Context: an optimization exercise on an open-source flow, tuned for small area. The choices shown serve that exercise and are no tape-out recipe.
In this exercise RTL edits were held to simulation tests only and were not proved equivalent to the original.
Power is estimated from default activity; no workload was simulated.

== run A ==
## writeback_register_file
module writeback_register_file #(
  parameter int DATA_W   = 32,
  parameter int NUM_REGS = 32,
  parameter int COUNT_W  = 16
) (
  input  logic               clk,
  input  logic               Reset,
  input  logic               WriteBackEnableInput,
  input  logic               MemoryReadEnableInput,
  input  logic [DATA_W-1:0]  ALUResultInput,
  input  logic [DATA_W-1:0]  MemoryReadData,
  input  logic [4:0]         DestinationRegisterInput,
  input  logic [4:0]         ReadRegister1,
  input  logic [4:0]         ReadRegister2,
  output logic [DATA_W-1:0]  ReadData1,
  output logic [DATA_W-1:0]  ReadData2,
  output logic [DATA_W-1:0]  WriteBackData,
  output logic [4:0]         WriteBackRegister,
  output logic               WriteBackCommit,
  output logic [COUNT_W-1:0] CommitCount
);
Settings: LEC_CHECK=0, CAP_MARGIN=20, CORE_MARGIN=2, CORE_UTILIZATION=60, SLEW_MARGIN=20, SYNTH_HIERARCHICAL=1, SYNTH_MINIMUM_KEEP_SIZE=0; clock period 9.0 ns.
standard.sh (not shown) runs the stock make flow with config.mk's settings and CLKGATE_MAP_FILE= SYNTH_SCRIPT=/design/flow/synth_recipe.tcl, a recipe that flattens the netlist after the stock synthesis.
==> flow/flow/run.sh <==
#!/bin/bash
# Standard ORFS layout, with two changes:
#  - ports are buffered with the smallest buffer (buf_1) instead of the
#    cell buffer_ports picks on its own;
#  - clock tree synthesis uses larger sink clusters and no dummy loads.
# ORFS writes each step's full log under orfs/logs/; make's own output is
# kept in standard.log.
set -uo pipefail
export BUFFER_PORTS_ARGS="-buffer_cell sky130_fd_sc_hd__buf_1"
export CTS_ARGS="-sink_clustering_enable -repair_clock_nets -buf_list sky130_fd_sc_hd__clkbuf_4 -sink_clustering_size 8 -sink_clustering_max_diameter 40 -dont_use_dummy_load"
bash standard.sh finish > standard.log 2>&1
Edits applied to the flow inputs when going from run A to run B:
# run A
export LEC_CHECK = 0
export CAP_MARGIN = 20
export CORE_MARGIN = 2
export CORE_UTILIZATION = 60
export SLEW_MARGIN = 20
export SYNTH_HIERARCHICAL = 1
export SYNTH_MINIMUM_KEEP_SIZE = 0
create_clock -name core_clock -period 9.0 [get_ports {clk}]
# run B
export LEC_CHECK = 0
export CAP_MARGIN = 20
export CORE_MARGIN = 2
export CORE_UTILIZATION = 60
export CTS_BUF_LIST = sky130_fd_sc_hd__clkbuf_8
export SLEW_MARGIN = 20
export SYNTH_HIERARCHICAL = 1
export SYNTH_MINIMUM_KEEP_SIZE = 0
create_clock -name core_clock -period 9.0 [get_ports {clk}]
==> flow/run.sh (new file) <==
#!/bin/bash
# synth_recipe.tcl (not shown) runs the flow's synth.tcl, then flattens the netlist and writes it again
# the make line also repeats each setting of config.mk as NAME=value (left out here)
make -C /OpenROAD-flow-scripts/flow DESIGN_CONFIG=/design/flow/config.mk WORK_HOME=/design/flow/orfs CLKGATE_MAP_FILE= SYNTH_SCRIPT=/design/flow/synth_recipe.tcl finish
removed: flow/flow/run.sh
removed: flow/standard.sh
[summary]
- Worst hold slack sits lower in run B than in run A.
- Cell area (run B / run A): 1.08
- Comparing run A and run B, the higher via count of the first global-routing pass was measured on run B.
- [run B vs run A] achievable clock frequency: lower in run B
For run C, these inputs were changed with respect to run B:
# run B
export LEC_CHECK = 0
export CAP_MARGIN = 20
export CORE_MARGIN = 2
export CORE_UTILIZATION = 60
export CTS_BUF_LIST = sky130_fd_sc_hd__clkbuf_8
export SLEW_MARGIN = 20
export SYNTH_HIERARCHICAL = 1
export SYNTH_MINIMUM_KEEP_SIZE = 0
create_clock -name core_clock -period 9.0 [get_ports {clk}]
# run C
export LEC_CHECK = 0
export CAP_MARGIN = 20
export CORE_MARGIN = 2
export CORE_UTILIZATION = 60
export SLEW_MARGIN = 20
export SYNTH_HIERARCHICAL = 1
export SYNTH_MINIMUM_KEEP_SIZE = 0
create_clock -name core_clock -period 9.0 [get_ports {clk}]
==> flow/flow/run.sh (new file) <==
#!/bin/bash
# Standard ORFS layout, with two changes:
#  - ports are buffered with the smallest buffer (buf_1) instead of the
#    cell buffer_ports picks on its own;
#  - clock tree synthesis uses larger sink clusters and no dummy loads.
# ORFS writes each step's full log under orfs/logs/; make's own output is
# kept in standard.log.
set -uo pipefail
export BUFFER_PORTS_ARGS="-buffer_cell sky130_fd_sc_hd__buf_1"
export CTS_ARGS="-sink_clustering_enable -repair_clock_nets -buf_list sky130_fd_sc_hd__clkbuf_8 -sink_clustering_size 14 -sink_clustering_max_diameter 50 -dont_use_dummy_load"
bash standard.sh finish > standard.log 2>&1
==> flow/standard.sh (new file) <==
#!/bin/bash
# synth_recipe.tcl (not shown) runs the flow's synth.tcl, then flattens the netlist and writes it again
# the make line also repeats each setting of config.mk as NAME=value (left out here)
make -C /OpenROAD-flow-scripts/flow DESIGN_CONFIG=/design/flow/config.mk WORK_HOME=/design/flow/orfs CLKGATE_MAP_FILE= SYNTH_SCRIPT=/design/flow/synth_recipe.tcl "${@:-finish}"
removed: flow/run.sh
[summary]
Run C ended with less area of placed instances than run B.
Between run C and run B, the slack of the critical path is lower for run B.
Transition time of the tightest slew-check pin for run C is higher than for run B.
Any difference in largest stage delay on the critical path between run C and run B is small enough to ignore.
Cell leakage power: run C better than run B
Relative to run B, the sum of net half-perimeters after detailed placement measured on run C has increased slightly.
Total of fill cells in the finished design (higher): run C
Via count: run B vs run C, no meaningful difference
Compared with run B, run C shows cell-internal power that has gone down by more than 10%.
Power on run C is ahead of run B.
Modified inputs, run D compared to run C
# run C
export LEC_CHECK = 0
export CAP_MARGIN = 20
export CORE_MARGIN = 2
export CORE_UTILIZATION = 60
export SLEW_MARGIN = 20
export SYNTH_HIERARCHICAL = 1
export SYNTH_MINIMUM_KEEP_SIZE = 0
create_clock -name core_clock -period 9.0 [get_ports {clk}]
# run D
export LEC_CHECK = 0
export CAP_MARGIN = 20
export CORE_MARGIN = 2
export CORE_UTILIZATION = 70
export SLEW_MARGIN = 20
export SYNTH_HIERARCHICAL = 1
export SYNTH_MINIMUM_KEEP_SIZE = 0
create_clock -name core_clock -period 9.0 [get_ports {clk}]
-- flow/flow/run.sh --
<<< run C, line 9
export BUFFER_PORTS_ARGS="-buffer_cell sky130_fd_sc_hd__buf_1"
export CTS_ARGS="-sink_clustering_enable -repair_clock_nets -buf_list sky130_fd_sc_hd__clkbuf_8 -sink_clustering_size 14 -sink_clustering_max_diameter 50 -dont_use_dummy_load"
bash standard.sh finish > standard.log 2>&1
>>> run D, line 9
export BUFFER_PORTS_ARGS="-buffer_cell sky130_fd_sc_hd__buf_1"
export CTS_ARGS="-sink_clustering_enable -repair_clock_nets -buf_list sky130_fd_sc_hd__clkbuf_4 -sink_clustering_size 8 -sink_clustering_max_diameter 40 -dont_use_dummy_load"
bash standard.sh finish > standard.log 2>&1
Findings:
Run D vs. run C: multi-input gate share of the layout cell area shows an increase of 0.35 points, number of detailed-routing iterations run before antenna repair saw an increase, total via count after detailed routing now sits higher. Comparing setup slack for run D and run C, the smaller number came from run C. Tap cell count: run D vs run C down about 13%. Compare run D and run C | total power lower: run D. Run D vs. run C: combinational group share of total power rose by 0.4 points; worst hold slack after final layout saw a decrease. A launching element of the worst setup path of ReadRegister1[1] is what run D shows, while ReadRegister2[3] belongs to run C.
--- input diff run D..run E ---
# run D
export LEC_CHECK = 0
export CAP_MARGIN = 20
export CORE_MARGIN = 2
export CORE_UTILIZATION = 70
export SLEW_MARGIN = 20
export SYNTH_HIERARCHICAL = 1
export SYNTH_MINIMUM_KEEP_SIZE = 0
create_clock -name core_clock -period 9.0 [get_ports {clk}]
# run E
export LEC_CHECK = 0
export CAP_MARGIN = 20
export CORE_MARGIN = 2
export CORE_UTILIZATION = 65
export SLEW_MARGIN = 20
export SYNTH_HIERARCHICAL = 1
export SYNTH_MINIMUM_KEEP_SIZE = 0
create_clock -name core_clock -period 9.0 [get_ports {clk}]
## What came out
ReadData1[6] as the termination of the worst setup path was reported by run D, and ReadData1[20] by run E.
Run E vs. run D: number of global-route vias before repair has decreased, wire length of the first global-routing pass has remained practically unchanged.
Global placer's final weighted congestion ends up lower on run D.
Run E went all the way through the flow, and no timing, DRC or antenna check failed.
Measured against each other, run D and run E differ in register clock-pin slew on the reported worst setup and hold paths, the higher figure coming from run E.
Compared with run D, run E shows a higher clock skew.
Routed wire length on met2 in run E vs run D: up about 3.3%
Comparing violation count after the first detailed-route iteration for run D and run E, the bigger number came from run D.
Going from run D to run E, the routed wire length was found to have gone up by about 0.8%.
Run E: final worst slack is 0.13 ns higher than what run D reported.
Run E vs. run D: register-to-register slack now sits at about the same level; final cell area excluding filler cells now sits at about the same level.

[separate check: timing with driven ports]
The results above use ideal ports. As a check the final layouts listed here were re-extracted and re-timed, cells and wires unchanged.
Step 1, drivers: a clkbuf_16 drives clk and a buf_2 each remaining input, both assumed.
Step 2, shift: input delay + t, output delay - t, t = (earliest + latest rising clock arrival at the registers) / 2. This alone moves slack from input paths to output paths.
Slacks: ideal ports / drivers / drivers and shift; pairs: ideal ports / drivers.
run	t, ns	setup WS [ns]	worst setup path after step 2
run A	1.099	1.934 / 1.874 / 1.874	input to output
run B	0.888	1.314 / 1.190 / 1.190	input to output
run C	0.802	1.902 / 1.848 / 1.848	input to output
run D	1.107	2.095 / 2.067 / 2.067	input to output
run E	1.135	2.223 / 2.150 / 2.150	input to output
After both steps setup and hold are still met in every run listed. The setup slack of run B, which loses most, moves by -0.124 ns with the drivers and by -0.124 ns with both steps.
